Background: an optimization exercise with open tools, aiming at small area, a short achievable clock period and few clock cycles per item. Do not read the settings as production practice.
In this exercise RTL edits were held to simulation tests only and were not proved equivalent to the original.
No activity file was given, so power comes from the tool's default toggle rates.

==> design.v <==
package bse_pkg;
    localparam int DEPTH   = 32;
    localparam int DATA_W  = 32;
    localparam int IDX_W   = $clog2(DEPTH);
    localparam int CNT_W   = $clog2(DEPTH + 1);
endpackage
module bse_ctrl (
    input  logic                               clk,
    input  logic                               rst_n,
    input  logic                               in_valid,
    input  logic                               in_last,
    input  logic signed [bse_pkg::DATA_W-1:0]  in_value,
    output logic                               in_ready,
    input  logic                               pop,
    input  logic                               pop_final,
    output logic                               truncated,
    output logic signed [bse_pkg::DATA_W-1:0]  x_value,
    output logic                               y_ins,
    output logic                               y_close,
    output logic signed [bse_pkg::DATA_W-1:0]  y_value
);
    logic [bse_pkg::CNT_W-1:0] cnt_reg;    
    logic [bse_pkg::CNT_W-1:0] occ_reg;    
    logic                      trunc_reg;
    logic                      x_ins, x_close;
    logic                      in_beat, drop;
    logic [bse_pkg::CNT_W-1:0] cnt_nx, occ_nx;
    logic                      inc, full_nx, drop_nx;
    logic                      ready_reg;   
    assign drop     = (cnt_reg == bse_pkg::CNT_W'(bse_pkg::DEPTH));
    assign in_ready = ready_reg;
    assign in_beat  = in_valid && in_ready;
    always_comb
    begin
        cnt_nx = cnt_reg;
        if (in_beat)
        begin
            if (in_last)
                cnt_nx = '0;
            else if (!drop)
                cnt_nx = cnt_reg + 1'b1;
        end
        inc = in_beat && !drop;
        case ({inc, pop})
            2'b10:   occ_nx = occ_reg + 1'b1;
            2'b01:   occ_nx = occ_reg - 1'b1;
            default: occ_nx = occ_reg;
        endcase
        full_nx = ((occ_reg == bse_pkg::CNT_W'(bse_pkg::DEPTH)) && (inc == pop))
               || ((occ_reg == bse_pkg::CNT_W'(bse_pkg::DEPTH - 1)) && inc && !pop);
        drop_nx = in_beat ? (!in_last && (drop || (cnt_reg == bse_pkg::CNT_W'(bse_pkg::DEPTH - 1))))
                          : drop;
    end
    always_ff @(posedge clk or negedge rst_n)
    begin
        if (!rst_n)
        begin
            cnt_reg   <= '0;
            occ_reg   <= '0;
            ready_reg <= 1'b1;
            trunc_reg <= 1'b0;
            x_ins     <= 1'b0;
            x_close   <= 1'b0;
            y_ins     <= 1'b0;
            y_close   <= 1'b0;
        end
        else
        begin
            cnt_reg   <= cnt_nx;
            occ_reg   <= occ_nx;
            ready_reg <= !full_nx || drop_nx;
            if (in_beat && drop)
                trunc_reg <= 1'b1;
            else if (pop && pop_final)
                trunc_reg <= 1'b0;
            x_ins   <= in_beat && !drop;
            x_close <= in_beat && in_last;
            y_ins   <= x_ins;
            y_close <= x_close;
        end
    end
    always_ff @(posedge clk)
    begin
        x_value <= in_value;
        y_value <= x_value;
    end
    assign truncated = trunc_reg;
endmodule
module bse_datapath (
    input  logic                               clk,
    input  logic                               rst_n,
    input  logic                               out_ready,
    input  logic signed [bse_pkg::DATA_W-1:0]  x_value,
    input  logic                               y_ins,
    input  logic                               y_close,
    input  logic signed [bse_pkg::DATA_W-1:0]  y_value,
    output logic                               pop,
    output logic                               head_valid,
    output logic                               head_final,
    output logic signed [bse_pkg::DATA_W-1:0]  head
);
    localparam int N = bse_pkg::DEPTH;
    logic signed [bse_pkg::DATA_W-1:0] d_reg [N];   
    logic [N-1:0] v_reg;      
    logic [N-1:0] k_reg;      
    logic [N-1:0] p_reg;      
    logic [N-1:0] cl_reg;     
    logic [N-1:0] ce_reg;     
    logic [N-1:0] cm_reg;     
    logic         par_reg;    
    logic [N+1:0] ge;         
    logic [N:0]   xl, xe, xm;    
    logic         yl, ye, ym;    
    logic         lo_eq;         
    logic [N-1:0] s_hold, s_left, s_right, s_new;   
    function automatic logic [1:0] cmp16(input logic [15:0] a, input logic [15:0] b, input logic sgn);
        logic [15:0] l0, e0;
        logic [7:0]  l1, e1;
        logic [3:0]  l2, e2;
        logic [1:0]  l3, e3;
        logic [15:0] au, bu;
        au = {a[15] ^ sgn, a[14:0]};
        bu = {b[15] ^ sgn, b[14:0]};
        l0 = ~au & bu;
        e0 = ~(au ^ bu);
        for (int i = 0; i < 8; i++) begin l1[i] = l0[2*i+1] | (e0[2*i+1] & l0[2*i]); e1[i] = e0[2*i+1] & e0[2*i]; end
        for (int i = 0; i < 4; i++) begin l2[i] = l1[2*i+1] | (e1[2*i+1] & l1[2*i]); e2[i] = e1[2*i+1] & e1[2*i]; end
        for (int i = 0; i < 2; i++) begin l3[i] = l2[2*i+1] | (e2[2*i+1] & l2[2*i]); e3[i] = e2[2*i+1] & e2[2*i]; end
        cmp16 = {l3[1] | (e3[1] & l3[0]), e3[1] & e3[0]};
    endfunction
    logic signed [bse_pkg::DATA_W-1:0] d_nx [N];
    logic [N-1:0] v_nx, k_nx, p_nx, cl_nx, ce_nx, cm_nx;
    logic         hv_reg, hf_reg;    
    assign head_valid = hv_reg;
    assign pop        = hv_reg && out_ready;
    assign head_final = hf_reg;
    assign head       = d_reg[0];
    always_comb
    begin
        ge[0] = 1'b0;
        for (int j = 0; j < N; j++)
            ge[j+1] = y_ins && (!v_reg[j] || (k_reg[j] && (cl_reg[j] || (ce_reg[j] && cm_reg[j]))));
        ge[N+1] = y_ins;
        for (int j = 0; j < N; j++)
        begin
            s_hold[j]  = pop ? ge[j+1]                : !ge[j+1];
            s_left[j]  = !pop && ge[j+1] && ge[j];
            s_right[j] = pop && !ge[j+2];
            s_new[j]   = pop ? (ge[j+2] && !ge[j+1]) : (ge[j+1] && !ge[j]);
        end
        for (int j = 0; j < N; j++)
        begin
            {xl[j], xe[j]} = cmp16(x_value[31:16], d_reg[j][31:16], 1'b1);
            {xm[j], lo_eq} = cmp16(x_value[15:0], d_reg[j][15:0], 1'b0);
        end
        xl[N] = 1'b1;
        xe[N] = 1'b1;
        xm[N] = 1'b1;
        {yl, ye} = cmp16(x_value[31:16], y_value[31:16], 1'b1);
        {ym, lo_eq} = cmp16(x_value[15:0], y_value[15:0], 1'b0);
        for (int j = 0; j < N; j++)
        begin
            v_nx[j] = (s_hold[j] & v_reg[j]) | (s_new[j])
                    | ((j > 0) ? (s_left[j] & v_reg[j-1]) : 1'b0)
                    | ((j < N-1) ? (s_right[j] & v_reg[j+1]) : 1'b0);
            k_nx[j] = !y_close & ((s_hold[j] & k_reg[j]) | (s_new[j])
                    | ((j > 0) ? (s_left[j] & k_reg[j-1]) : 1'b0)
                    | ((j < N-1) ? (s_right[j] & k_reg[j+1]) : 1'b0));
            d_nx[j] = ({bse_pkg::DATA_W{s_hold[j]}} & d_reg[j])
                    | ({bse_pkg::DATA_W{s_new[j]}} & y_value)
                    | ((j > 0) ? ({bse_pkg::DATA_W{s_left[j]}} & d_reg[j-1]) : '0)
                    | ((j < N-1) ? ({bse_pkg::DATA_W{s_right[j]}} & d_reg[j+1]) : '0);
            p_nx[j] = (s_hold[j] & p_reg[j]) | (s_new[j] & par_reg)
                    | ((j > 0) ? (s_left[j] & p_reg[j-1]) : 1'b0)
                    | ((j < N-1) ? (s_right[j] & p_reg[j+1]) : 1'b0);
            cl_nx[j] = (s_hold[j] & xl[j]) | (s_new[j] & yl)
                     | ((j > 0) ? (s_left[j] & xl[j-1]) : 1'b0)
                     | (s_right[j] & xl[j+1]);
            ce_nx[j] = (s_hold[j] & xe[j]) | (s_new[j] & ye)
                     | ((j > 0) ? (s_left[j] & xe[j-1]) : 1'b0)
                     | (s_right[j] & xe[j+1]);
            cm_nx[j] = (s_hold[j] & xm[j]) | (s_new[j] & ym)
                     | ((j > 0) ? (s_left[j] & xm[j-1]) : 1'b0)
                     | (s_right[j] & xm[j+1]);
        end
    end
    always_ff @(posedge clk or negedge rst_n)
    begin
        if (!rst_n)
        begin
            v_reg   <= '0;
            k_reg   <= '0;
            par_reg <= 1'b0;
            hv_reg  <= 1'b0;
            hf_reg  <= 1'b0;
        end
        else
        begin
            v_reg   <= v_nx;
            k_reg   <= k_nx;
            if (y_close)
                par_reg <= !par_reg;
            hv_reg  <= v_nx[0] && !k_nx[0];
            hf_reg  <= !v_nx[1] || (p_nx[1] != p_nx[0]);
        end
    end
    always_ff @(posedge clk)
    begin
        for (int j = 0; j < N; j++)
            d_reg[j] <= d_nx[j];
        p_reg <= p_nx;
        cl_reg <= cl_nx;
        ce_reg <= ce_nx;
        cm_reg <= cm_nx;
    end
endmodule
module bubble_sort_engine_core (
    input  logic               clk,
    input  logic               rst_n,
    input  logic               in_valid,
    output logic               in_ready,
    input  logic signed [31:0] in_value,
    input  logic               in_last,
    output logic               out_valid,
    input  logic               out_ready,
    output logic signed [31:0] out_value,
    output logic               out_final,
    output logic               out_truncated
);
    logic                                pop;
    logic signed [bse_pkg::DATA_W-1:0]   x_value;
    logic                                y_ins;
    logic                                y_close;
    logic signed [bse_pkg::DATA_W-1:0]   y_value;
    bse_ctrl u_ctrl (
        .clk       (clk),
        .rst_n     (rst_n),
        .in_valid  (in_valid),
        .in_last   (in_last),
        .in_value  (in_value),
        .in_ready  (in_ready),
        .pop       (pop),
        .pop_final (out_final),
        .truncated (out_truncated),
        .x_value   (x_value),
        .y_ins     (y_ins),
        .y_close   (y_close),
        .y_value   (y_value)
    );
    bse_datapath u_dp (
        .clk        (clk),
        .rst_n      (rst_n),
        .out_ready  (out_ready),
        .x_value    (x_value),
        .y_ins      (y_ins),
        .y_close    (y_close),
        .y_value    (y_value),
        .pop        (pop),
        .head_valid (out_valid),
        .head_final (out_final),
        .head       (out_value)
    );
endmodule
==> run.sh <==
#!/bin/bash
# synth_recipe.tcl (not shown) runs the flow's synth.tcl, then flattens the netlist and writes it again
# the make line also repeats each setting of config.mk as NAME=value (left out here)
make -C /OpenROAD-flow-scripts/flow DESIGN_CONFIG=/design/flow/config.mk WORK_HOME=/design/flow/orfs CLKGATE_MAP_FILE= SYNTH_SCRIPT=/design/flow/synth_recipe.tcl finish
==> config.mk <==
export PLATFORM = sky130hd
export DESIGN_NAME = bubble_sort_engine_core
export DESIGN_NICKNAME = bubble_sort_engine_core
export VERILOG_FILES = /design/flow/design.v
export SDC_FILE = /design/flow/constraint.sdc
export NUM_CORES = 4
export LEC_CHECK = 0
export CAP_MARGIN = 20
export CORE_MARGIN = 2
export CORE_UTILIZATION = 55
export SETUP_SLACK_MARGIN = 2.6
export SLEW_MARGIN = 20
==> constraint.sdc <==
create_clock -name core_clock -period 5.0 [get_ports {clk}]
set_input_delay 1.0000 -clock core_clock [delete_from_list [all_inputs] [get_ports {clk}]]
set_output_delay 1.0000 -clock core_clock [all_outputs]
set_load 0.01 [all_outputs]
==> results.sh, run 1 <==
export IMPL_status="finished clean"
export IMPL_fin_nets=9775
export IMPL_relSlewSlack_pct=37.3
export IMPL_die_w_um=372
export IMPL_clkTransAtPathRegs_ps=60
export IMPL_syn_cell_area_um2=74500
export IMPL_area_delta_synth_final_pct=22.4
export IMPL_grtUsageTotal_pct=37.9
export IMPL_sequentialPowerShare_pct=35.2
export IMPL_yosysSeqAreaShare_pct=35.6
export IMPL_synthCells=8462
export IMPL_totalWireLength_um=278000
export IMPL_powerDensity_nw_per_um2=594
export IMPL_synth_nets=9589
export IMPL_p_leak_nw=40.8
export IMPL_yosysTopAreaCell="dfxtp_1"
export IMPL_die_area_um2=138000
export IMPL_path_max_fanout=7
export IMPL_htree_num_levels=4
export IMPL_synthFlopType="dfxtp_1"
export IMPL_drc_errors=0
export IMPL_finClkSkew_ps=30.3
export IMPL_rows=135
export IMPL_critical_path_arrival_ps=3360
export IMPL_tns_ps=0
export IMPL_drv_slew=0
export IMPL_drt_iter0_drc=12600
export IMPL_avgSynthCellArea_um2=8.80
export IMPL_ys_top_cells_by_area="dfxtp_1 33%, ha_1 18%, a222oi_1 16%"
export IMPL_grt_max_degree=57
export IMPL_largest_reg_flops=1024
export IMPL_cts_made_buffers=149
export IMPL_internal_power_mw=31.3
export IMPL_p_clk_share_pct=21.4
export IMPL_synth_compound_area_share_pct=25.1
export IMPL_power_switching_mw=22.7
export IMPL_period_minus_slack_ps=2700
export IMPL_yosys_area_share_simple_pct=16.2
export IMPL_path_cells="buf_12 -> clkinvlp_4 -> ha_4 -> nand3_4 -> nor4_4 -> buf_4 -> a221oi_4 -> buf_12 -> buf_6 -> buf_12 -> o21ai_4 -> a22oi_1 -> nand2_1"
export IMPL_gp_congestion=0.906
export IMPL_fillers=10700
export IMPL_vias=72700
export IMPL_crit_slowest_cell="dfxtp_1"
export IMPL_crit_top_cell="buf_12"
export IMPL_path_class="reg -> reg"
export IMPL_rsz0062_at_grt="yes"
export IMPL_grt_pass1_wl_um=413000
export IMPL_wl_per_cell_um=26.3
export IMPL_setup_viol=0
export IMPL_hold_violations=0
export IMPL_start_util_pct=55.2
export IMPL_end_kind="flop"
export IMPL_async_reset_ff_share_pct=6.53
export IMPL_ys_types=76
export IMPL_holdWs_ps=292
export IMPL_power_frac_comb_pct=43.5
export IMPL_synth_edf_count=0
export IMPL_clock_sink_count=1301
export IMPL_cp_start_kind="flop"
export IMPL_core_area_um2=135000
export IMPL_grt_overflow=0
export IMPL_synth_top_family_by_area="compound AO/OA/AOI/OAI gates"
export IMPL_antenna_found_initial=7
export IMPL_r2r_start="u_ctrl.y_value[31]"
export IMPL_cap_violations=0
export IMPL_holdBufCountCts=0
export IMPL_drtPass1Iterations=13
export IMPL_num_io_pins=73
export IMPL_min_period_over_period_pct=53.9
export IMPL_min_path_type="in -> async"
export IMPL_drive_gt1_share_pct=17.4
export IMPL_first_global_vias=71300
export IMPL_hpwl_um=187000
export IMPL_fmax_ghz=0.371
export IMPL_ant_nets=0
export IMPL_fp_dieH_um=372
export IMPL_worstSkewPairLatency_ps=800
export IMPL_yosys_warnings=4
export IMPL_cts_tree="done"
export IMPL_vias_per_cell=6.89
export IMPL_swShare_pct=42.1
export IMPL_synthMuxAreaShare_pct=0.0151
export IMPL_yosysTopAreaCellShare_pct=32.7
export IMPL_ys_ff_latch=1301
export IMPL_synthAdderAreaFrac_pct=18.3
export IMPL_vdd_drop_max_v=0.000521
export IMPL_worstMarginPinSlew_ps=940
export IMPL_max_stage_delay_ps=370
export IMPL_root_buffer="clkbuf_16"
export IMPL_worstPathRequired_ps=5660
export IMPL_portBuffers=72
export IMPL_synth_xor_area_share_pct=0.141
export IMPL_setup_worst_path_start="u_ctrl.y_value[31]"
export IMPL_clockBufferDepth=3
-- critical path, delay by kind of cell, from the launching register on --
kind | cells | cell delay, ps
adder cells (fa/ha/maj) | 1 | 300
flip-flops | 1 | 370
AO/OA/AOI/OAI | 3 | 720
buffers and inverters | 6 | 940
AND/OR/NAND/NOR | 3 | 220
-- cells in the final DEF (no fill, tap or decap), drive strengths merged, types with 151 or more instances in the layout --
master,instances
ha,1090
dfxtp,1216
nor2,151
a21oi,417
o21ai,268
nand2,2296
inv,235
buf,545
clkbuf,222
a222oi,1168
-- layout make-up --
cell class,instances,area [um2],area share (%)
Clock inverter,51,688,0.755
Sequential cell,1301,26600,29.2
Timing Repair Buffer,607,6420,7.05
Multi-Input combinational cell,6330,49600,54.4
Antenna cell,2,5.00,0.00549
Inverter,257,1090,1.20
Tap cell,1781,2230,2.45
Timing Repair inverter,2,15.0,0.0165
Clock buffer,220,4430,4.86
-- synth_stat cells (all sizes together), types with 5 or more instances --
master,n
a2111oi,13
a211o,19
a211oi,56
a21boi,5
a21o,70
a21oi,417
a221o,8
a221oi,23
a222oi,1168
a22oi,55
a31oi,12
a41o,10
and2,7
and3,60
and4,18
buf,192
clkbuf,416
dfrtp,84
dfxtp,1216
ha,1090
inv,257
nand2,2296
nand2b,52
nand3,129
nand3b,8
nand4,101
nand4b,9
nor2,151
nor2b,11
nor3,42
nor4,21
o2111ai,9
o211ai,52
o21a,10
o21ai,265
o21bai,9
o22ai,32
o31ai,7
o41ai,8
or2,5
or3,7
xor2,8
-- logic make-up after synthesis --
kind of cell	count (synthesis)
AND/OR/NAND/NOR	2928
AO/OA/AOI/OAI	2265
flip-flops	1301
adder cells (fa/ha/maj)	1090
buffers and inverters	865
XOR/XNOR	12
multiplexers	1
-- final timing paths --
check / endpoint / slack, ps / cells past startpoint
setup / recovery: u_dp.cl_reg[30] / 2300 / 13
hold / removal: u_ctrl.trunc_reg / 290 / 1
setup reg to reg: u_dp.cl_reg[30] / 2300 / 13
hold reg to reg: u_ctrl.y_value[18] / 350 / 0
max in group asynchronous: u_dp.k_reg[30] / 3680 / 2
min in group core_clock: u_ctrl.y_value[18] / 350 / 0
-- per-stage QoR --
step	setup WS [ps]	area, um2	power (mW)	instances	utilization, %
6_report	2300	91100	54.1	10600	67.5
5_1_grt	2260	91100	57.2	10600	67.5
4_1_cts	2390	88800	52.3	10400	65.8
2_1_floorplan	2250	76800	32.7	8462	-
3_3_place_gp	1150	77900	37.8	9912	57.7
3_5_place_dp	1100	77900	38.7	9912	57.7
-- layer usage --
metal	up-vias	part of all wire, %	global-route usage [%]
li1	33300	-	-
met1	35000	38	44.2
met2	3514	48	65.5
met3	848	7.5	6.01
met4	0	6.0	22.2
met5	-	0	0
-- what timing repair did --
action                                   CTS  global route
pin swaps                                231           182
buffers inserted                         213            98
endpoints found under the setup margin  1258           964
hold endpoints to repair                   0             0
gates resized for setup                  742           283
cloned                                    45            10
-- power groups by stage --
stage / sequential, mW / clock [mW] / combinational, mW
4_1_cts: 18.7 / 11.6 / 22.0
3_5_place_dp: 18.8 / 0 / 19.9
2_1_floorplan: 17.2 / 0 / 15.5
6_report: 19.0 / 11.5 / 23.5
5_1_grt: 19.3 / 12.0 / 25.8
3_3_place_gp: 18.7 / 0 / 19.1
Testbench counts, summed over its fixed seeds: cycles 7,169, items 6,824.
==> run 2, diff against run 1 <==
--- a/config.mk
+++ b/config.mk
@@ -7,6 +7,6 @@
 export LEC_CHECK = 0
 export CAP_MARGIN = 20
 export CORE_MARGIN = 2
-export CORE_UTILIZATION = 55
-export SETUP_SLACK_MARGIN = 2.6
+export CORE_UTILIZATION = 40
+export SETUP_SLACK_MARGIN = 2.5
 export SLEW_MARGIN = 20
==> run 2 against run 1 <==
Net effect:
- flip-flop and latch count is the same
- still clean on timing, DRC and antenna
- highest routed layer unchanged
- synthesized area is the same
- critical path type unchanged
- die area grew 37%
- via count shrank 2.0%
==> results.sh, run 2 <==
export IMPL_path_max_fanout=6
export IMPL_synthFlopType="dfxtp_1"
export IMPL_fmax_ghz=0.349
export IMPL_antenna_found_initial=3
export IMPL_grt_max_degree=54
export IMPL_min_period_over_period_pct=57.3
export IMPL_powerDensity_nw_per_um2=588
export IMPL_largest_reg_flops=1024
export IMPL_clockBufferDepth=3
export IMPL_fp_dieH_um=435
export IMPL_r2r_slack_ps=2140
export IMPL_ys_ff_latch=1301
export IMPL_root_buffer="clkbuf_16"
export IMPL_rows=158
export IMPL_die_area_um2=190000
export IMPL_core_area_um2=185000
export IMPL_mostFrequentLayoutCells="2284 x nand2_1, 1168 x a222oi_1, 1156 x dfxtp_1"
export IMPL_path_depth=10
export IMPL_hold_violations=0
export IMPL_path_class="reg -> reg"
export IMPL_setup_slack_ps=2140
export IMPL_fin_area_um2=88300
export IMPL_vdd_drop_max_v=0.000549
export IMPL_vias=71200
export IMPL_holdBufCountCts=0
export IMPL_crit_buf_inv=3
export IMPL_cp_start_kind="flop"
export IMPL_yosys_warnings=4
export IMPL_wl_per_cell_um=24.0
export IMPL_sequentialPowerShare_pct=36.4
export IMPL_holdWs_ps=245
export IMPL_first_global_vias=69600
export IMPL_p_clk_share_pct=21.3
export IMPL_cts_made_buffers=146
export IMPL_grt_overflow=0
export IMPL_worstSkewPairLatency_ps=800
export IMPL_status="finished clean"
export IMPL_synth_common_cells="2296 x nand2_1, 1216 x dfxtp_1, 1168 x a222oi_1, 1090 x ha_1, 417 x a21oi_1"
export IMPL_yosysTopAreaCell="dfxtp_1"
export IMPL_die_w_um=435
export IMPL_instances_no_fill=11100
export IMPL_period_minus_slack_ps=2860
export IMPL_final_common_cell="nand2_1"
export IMPL_yosysSeqAreaShare_pct=35.6
export IMPL_post_route_util_pct=47.7
export IMPL_yosysMostFrequentCell="nand2_1"
export IMPL_start_util_pct=40.2
export IMPL_p_total_mw=52.0
export IMPL_async_reset_ff_share_pct=6.53
export IMPL_avgSynthCellArea_um2=8.80
export IMPL_drt_iter0_drc=11600
export IMPL_synth_edf_count=0
export IMPL_placedCellCount=10600
export IMPL_portBuffers=72
export IMPL_grtUsageTotal_pct=26.4
export IMPL_end_kind="flop"
export IMPL_synthCells=8462
export IMPL_hpwl_um=185000
export IMPL_rsz0062_at_grt="yes"
export IMPL_crit_slowest_cell="nand4_1"
export IMPL_clock_sink_count=1301
export IMPL_cp_top_family="simple AND/OR/NAND/NOR gates"
export IMPL_max_stage_delay_ps=570
export IMPL_htree_num_levels=4
export IMPL_power_switching_mw=22.0
export IMPL_area_delta_synth_final_pct=18.7
export IMPL_relSlewSlack_pct=30.0
export IMPL_drive_gt1_share_pct=13.5
export IMPL_worstPathRequired_ps=5720
export IMPL_critical_path_arrival_ps=3580
export IMPL_grt_pass1_wl_um=404000
export IMPL_setup_viol=0
export IMPL_post_place_ws_ps=974
export IMPL_placed_cell_area_um2=78000
export IMPL_swShare_pct=42.3
export IMPL_fin_nets=9621
export IMPL_finClkSkew_ps=23.5
export IMPL_tns_ps=0
export IMPL_totalWireLength_um=267000
export IMPL_ant_nets=0
export IMPL_path_cells="clkinvlp_4 -> ha_4 -> nand4_1 -> nor4_2 -> buf_4 -> a221oi_4 -> buf_6 -> o21ai_2 -> a22oi_1 -> nand3_1"
export IMPL_r2r_start="u_ctrl.x_value[21]"
export IMPL_vias_per_cell=6.42
export IMPL_gp_congestion=0.861
export IMPL_cap_violations=0
export IMPL_ys_top_cells_by_area="dfxtp_1 33%, ha_1 18%, a222oi_1 16%"
export IMPL_clkTransAtPathRegs_ps=60
export IMPL_min_path_type="in -> async"
export IMPL_synth_nets=9589
export IMPL_num_io_pins=73
export IMPL_worstMarginPinSlew_ps=1050
export IMPL_timing_rr_end="u_dp.cl_reg[18]"
export IMPL_drv_slew=0
export IMPL_drc_errors=0
export IMPL_drtPass1Iterations=15
export IMPL_ys_types=76
export IMPL_yosysTopAreaCellShare_pct=32.7
export IMPL_internal_power_mw=30.0
export IMPL_power_frac_comb_pct=42.4
export IMPL_p_leak_nw=39.7
export IMPL_ff2ff_path_depth=10
export IMPL_cts_tree="done"
export IMPL_syn_cell_area_um2=74500
-- run 2: cell counts after synthesis --
Identical to the previous run, type by type.
-- run 2: metal layers --
layer | GRT usage [%] | part of all wire, %
met2 | 45.4 | 48
met5 | 0 | 0
met4 | 10.5 | 3.9
met3 | 2.92 | 6.9
met1 | 33.5 | 42
-- run 2: how the worst max path moves through the flow --
stage                        from           endpoint  slack [ps]
2_1_floorplan           out_ready  u_ctrl.occ_reg[4]        2250
3_3_place_gp            out_ready     u_dp.k_reg[29]         990
3_5_place_dp            out_ready     u_dp.k_reg[13]         970
4_1_cts        u_ctrl.x_value[23]    u_dp.cl_reg[26]        2180
5_1_grt        u_ctrl.x_value[22]    u_dp.cl_reg[25]        2100
6_report       u_ctrl.x_value[21]    u_dp.cl_reg[18]        2140
-- run 2: cells by family after synthesis --
| logic type | share of synthesized area (%) |
|---|---|
| XOR/XNOR | 0.141 |
| adder cells (fa/ha/maj) | 18.3 |
| flip-flops | 35.6 |
| AO/OA/AOI/OAI | 25.1 |
| AND/OR/NAND/NOR | 16.2 |
| multiplexers | 0.0151 |
| buffers and inverters | 4.67 |
-- run 2: final cells by class --
cell class,instances,area (um2)
fillers,17300,96900
multi-input cells,6326,47900
flip-flops and latches,1301,26600
repair buffers,461,4930
clock buffers,216,4340
well taps,2480,3100
inverters,257,1060
clock inverters,46,474
repair inverters,1,7.51
diodes,1,2.50
-- run 2: power groups by stage --
stage	clock [mW]	sequential [mW]	combinational [mW]
6_report	11.0	18.9	22.0
5_1_grt	11.6	19.3	24.5
4_1_cts	11.2	18.6	21.2
3_5_place_dp	0	18.8	19.5
3_3_place_gp	0	18.7	18.6
2_1_floorplan	0	17.1	15.3
-- run 2: what timing repair did --
item	4_1_cts	5_1_grt
gates cloned	44	7
endpoints found under the setup margin	1256	793
gates resized for setup	507	193
setup buffers	146	48
pin swaps	148	141

==> port drivers added, routing unchanged <==
No port has a modelled driver above. Below, the same layouts with a new extraction and two added sets of constraints. Step 1 assumes that a clkbuf_16 drives the clock port and a buf_2 every other input. Step 2 times the ports against the registers' clock, not the clock port: input delays grow and output delays shrink by t, the midpoint of the rising clock arrivals with the driver on. a / b / c = ideal / step 1 / step 2; a / b = the first two.
run | shift t [ns] | setup slack, ns | pins driven straight from the clock port
run 1 | 0.857 | 2.303 / 2.303 / 1.824 | 1
run 2 | 0.870 | 2.136 / 2.136 / 1.864 | 1
After both steps every run listed still meets setup and hold. For run 1, which loses most, drivers alone change the setup slack by 0.000 ns; drivers and shift together by -0.479 ns.
